Background: an optimization exercise with open tools, aiming at small area and a short achievable clock period. Do not read the settings as production practice.
The RTL was checked by simulation tests, not by an equivalence proof against the original design.
No driver is modelled on the clock port, so clocking that relies on it looks cheaper here than on a real chip.

==> flow/design.v <==
`default_nettype none
module dmem_pipe_bit (
  input  logic q,
  input  logic r,
  input  logic rn,
  input  logic c,
  output logic d
);
  assign d = ~((q | r) & (c | rn));
endmodule
module dmem_pipe_rd3 (
  input  logic [2:0] s,
  input  logic [2:0] d,
  output logic       y_n
);
  assign y_n = ~|(s & d);
endmodule
module dmem_pipe_rd1 (
  input  logic s,
  input  logic d,
  output logic y_n
);
  assign y_n = ~(s & d);
endmodule
module dmem_pipe_nand (
  input  logic [3:0] a,
  output logic       y
);
  assign y = ~&a;
endmodule
module dmem_pipe_nand3 (
  input  logic [2:0] a,
  output logic       y
);
  assign y = ~&a;
endmodule
module dmem_pipe_nor (
  input  logic [2:0] a,
  output logic       y_n
);
  assign y_n = ~|a;
endmodule
module dmem_pipe #(
  parameter int ADDR_W = 6,
  parameter int DATA_W = 32,
  parameter int LAT    = 2
) (
  input  logic              clk,
  input  logic              rst,
  input  logic              req,
  input  logic              wr,
  input  logic [ADDR_W-1:0] addr,
  input  logic [DATA_W-1:0] din,
  input  logic [DATA_W/8-1:0] be,
  output logic              ready,
  output logic              rvalid,
  output logic [DATA_W-1:0] dout
);
  localparam int DEPTH = 1 << ADDR_W;
  localparam int NB    = DATA_W / 8;
  logic              busy_q;      
  logic              rvalid_q;
  logic [DATA_W-1:0] dout_q;
  logic [7:0]        wlo_q;       
  logic [7:0]        whi_q;
  logic [NB-1:0]     wbe_q;       
  logic [DATA_W-1:0] wcol_q;      
  logic [NB-1:0]     hit_q;       
  logic [1:0]        rd_q [DATA_W];  
  logic              pol_q;       
  logic [DATA_W-1:0] mem_q [DEPTH];
  logic              w_acc;
  logic              w_wr_en;
  logic              w_rd_en;
  logic [NB-1:0]     w_wbe;
  assign w_acc   = req & ~busy_q;
  assign w_wr_en = w_acc & wr & ~rst;
  assign w_rd_en = w_acc & ~wr;
  assign w_wbe = be;
  always_ff @(posedge clk) begin
    pol_q <= (pol_q !== 1'b1);   
  end
  always_ff @(posedge clk) begin
    for (int i = 0; i < 8; i++) begin
      wlo_q[i] <= (addr[2:0] == 3'(i));
      whi_q[i] <= (addr[5:3] == 3'(i));
    end
    wbe_q <= w_wr_en ? w_wbe : '0;
    if (w_wr_en) begin
      wcol_q <= din ^ {DATA_W{~pol_q}};
    end
  end
  logic [DATA_W-1:0] w_mem_d [DEPTH];
  for (genvar w = 0; w < DEPTH; w++) begin : g_word
    for (genvar b = 0; b < NB; b++) begin : g_byte
      logic w_row;
      logic w_row_n;
      assign w_row   = wlo_q[w % 8] & whi_q[w / 8] & wbe_q[b];
      assign w_row_n = ~w_row;
      for (genvar k = 0; k < 8; k++) begin : g_bit
        dmem_pipe_bit u_bit (
          .q (mem_q[w][8*b+k]),
          .r (w_row),
          .rn(w_row_n),
          .c (wcol_q[8*b+k]),
          .d (w_mem_d[w][8*b+k])
        );
      end
    end
  end
  always_ff @(posedge clk) begin
    for (int w = 0; w < DEPTH; w++) begin
      mem_q[w] <= w_mem_d[w];
    end
  end
  logic [DEPTH-1:0] w_sel;
  always_comb begin
    for (int w = 0; w < DEPTH; w++) begin
      w_sel[w] = (addr == ADDR_W'(w));
    end
  end
  for (genvar i = 0; i < DATA_W; i++) begin : g_rd
    logic [21:0] w_l1_n;
    logic [5:0]  w_l2;
    logic [1:0]  w_l3_n;
    for (genvar j = 0; j < 21; j++) begin : g_l1
      dmem_pipe_rd3 u_rd3 (
        .s  (w_sel[3*j +: 3]),
        .d  ({mem_q[3*j+2][i], mem_q[3*j+1][i], mem_q[3*j][i]}),
        .y_n(w_l1_n[j])
      );
    end
    dmem_pipe_rd1 u_rd1 (
      .s  (w_sel[63]),
      .d  (mem_q[63][i]),
      .y_n(w_l1_n[21])
    );
    for (genvar j = 0; j < 4; j++) begin : g_l2
      dmem_pipe_nand u_nand (.a(w_l1_n[4*j +: 4]), .y(w_l2[j]));
    end
    dmem_pipe_nand3 u_nand4 (.a(w_l1_n[18:16]), .y(w_l2[4]));
    dmem_pipe_nand3 u_nand5 (.a(w_l1_n[21:19]), .y(w_l2[5]));
    dmem_pipe_nor u_nor0 (.a(w_l2[2:0]), .y_n(w_l3_n[0]));
    dmem_pipe_nor u_nor1 (.a(w_l2[5:3]), .y_n(w_l3_n[1]));
    always_ff @(posedge clk) begin
      rd_q[i] <= w_l3_n;
    end
  end
  always_ff @(posedge clk) begin
    hit_q <= {NB{wlo_q[addr[2:0]] & whi_q[addr[5:3]]}} & wbe_q;
  end
  logic [DATA_W-1:0] w_rdata;
  always_comb begin
    for (int i = 0; i < DATA_W; i++) begin
      w_rdata[i] = hit_q[i / 8] ? wcol_q[i] : ~&rd_q[i];
    end
    w_rdata = w_rdata ^ {DATA_W{~pol_q}};
  end
  always_ff @(posedge clk or posedge rst) begin
    if (rst) begin
      busy_q   <= 1'b0;
      rvalid_q <= 1'b0;
      dout_q   <= '0;
    end else begin
      busy_q   <= w_rd_en;
      rvalid_q <= busy_q;
      if (busy_q) begin
        dout_q <= w_rdata;
      end
    end
  end
  assign ready  = ~busy_q;
  assign rvalid = rvalid_q;
  assign dout   = dout_q;
endmodule
`default_nettype wire
Settings: LEC_CHECK=0, CAP_MARGIN=20, CORE_MARGIN=2, CORE_UTILIZATION=70, CTS_CLUSTER_DIAMETER=60, CTS_CLUSTER_SIZE=30, SLEW_MARGIN=20, SYNTH_HIERARCHICAL=1; clock period 3.2 ns.
standard.sh (not shown) runs the stock make flow with config.mk's settings and CLKGATE_MAP_FILE= SYNTH_SCRIPT=/design/flow/synth_recipe.tcl, a recipe that flattens the netlist after the stock synthesis.
==> flow/flow/run.sh <==
#!/bin/bash
# The standard layout, in stages, with a different setup margin for timing
# repair before and after clock tree synthesis: before it the clock is ideal,
# so paths from the inputs look slower than they are and paths to the
# outputs faster; repair then works with the real clock tree only.
# Each stage's full output goes to its own log in this folder.
set -euo pipefail
PRE_MARGIN=0
POST_MARGIN=1.35
bash standard.sh synth > log_1_synth.txt 2>&1
bash standard.sh SETUP_SLACK_MARGIN=$PRE_MARGIN floorplan > log_2_floorplan.txt 2>&1
bash standard.sh SETUP_SLACK_MARGIN=$PRE_MARGIN place > log_3_place.txt 2>&1
bash standard.sh SETUP_SLACK_MARGIN=$POST_MARGIN cts > log_4_cts.txt 2>&1
bash standard.sh SETUP_SLACK_MARGIN=$POST_MARGIN route > log_5_route.txt 2>&1
bash standard.sh SETUP_SLACK_MARGIN=$POST_MARGIN finish > log_6_finish.txt 2>&1
test -f out/final.def
Change:
--- a/flow/flow/run.sh
+++ b/flow/flow/run.sh
@@ -8,3 +8,3 @@
 PRE_MARGIN=0
-POST_MARGIN=1.35
+POST_MARGIN=1.2
 bash standard.sh synth > log_1_synth.txt 2>&1
--- a/flow/config.mk
+++ b/flow/config.mk
@@ -12,2 +12,3 @@
 export CTS_CLUSTER_SIZE = 30
+export GPL_TIMING_DRIVEN = 0
 export SLEW_MARGIN = 20
The changed run produced a clean layout; core utilization came out higher by 0.54 points; routed wire length rises by about 2%; via count climbs by about 1.9%; non-clock buffer count decreases by 44.
Change:
==> flow/run.sh (new file) <==
#!/bin/bash
# synth_recipe.tcl (not shown) runs the flow's synth.tcl, then flattens the netlist and writes it again
# the make line also repeats each setting of config.mk as NAME=value (left out here)
make -C /OpenROAD-flow-scripts/flow DESIGN_CONFIG=/design/flow/config.mk WORK_HOME=/design/flow/orfs CLKGATE_MAP_FILE= SYNTH_SCRIPT=/design/flow/synth_recipe.tcl finish
--- a/flow/config.mk
+++ b/flow/config.mk
@@ -12,3 +12,3 @@
 export CTS_CLUSTER_SIZE = 30
-export GPL_TIMING_DRIVEN = 0
+export SETUP_SLACK_MARGIN = 1.1
 export SLEW_MARGIN = 20
removed: flow/flow/run.sh
removed: flow/standard.sh
Outcome: Setup slack gets better by 0.067 ns. Count of clock-buffer cells in the layout goes down by 2. Worst hold slack gets better by 0.10 ns.

[separate check: timing with driven ports]
In the flow no input, the clock included, has a driving cell. The finished layouts below were timed again as built, in two steps.
Step 1 assumes that a clkbuf_16 drives the clock port and a buf_2 every other input.
Step 2, shift: input delay + t, output delay - t, t = (earliest + latest rising clock arrival at the registers) / 2. This alone moves slack from input paths to output paths.
a / b / c = no drivers / after step 1 / after step 2; a / b = the first two.
run	t, ns	setup slack, ns	worst setup path at the end	latest minus earliest clock arrival (ns)	worst register clock-pin slew, ns
the first run	0.859	1.054 / 1.010 / 0.151	input to register	0.041 / 0.040	0.11 / 0.11
the second run	0.855	0.884 / 0.804 / -0.051	input to register	0.034 / 0.033	0.11 / 0.11
the third run	0.873	0.951 / 0.951 / 0.180	input to register	0.045 / 0.045	0.11 / 0.11
With both steps, setup timing fails in the second run, where it was met with ideal ports. For the second run, which loses most, drivers alone change the setup slack by -0.080 ns; drivers and shift together by -0.935 ns.
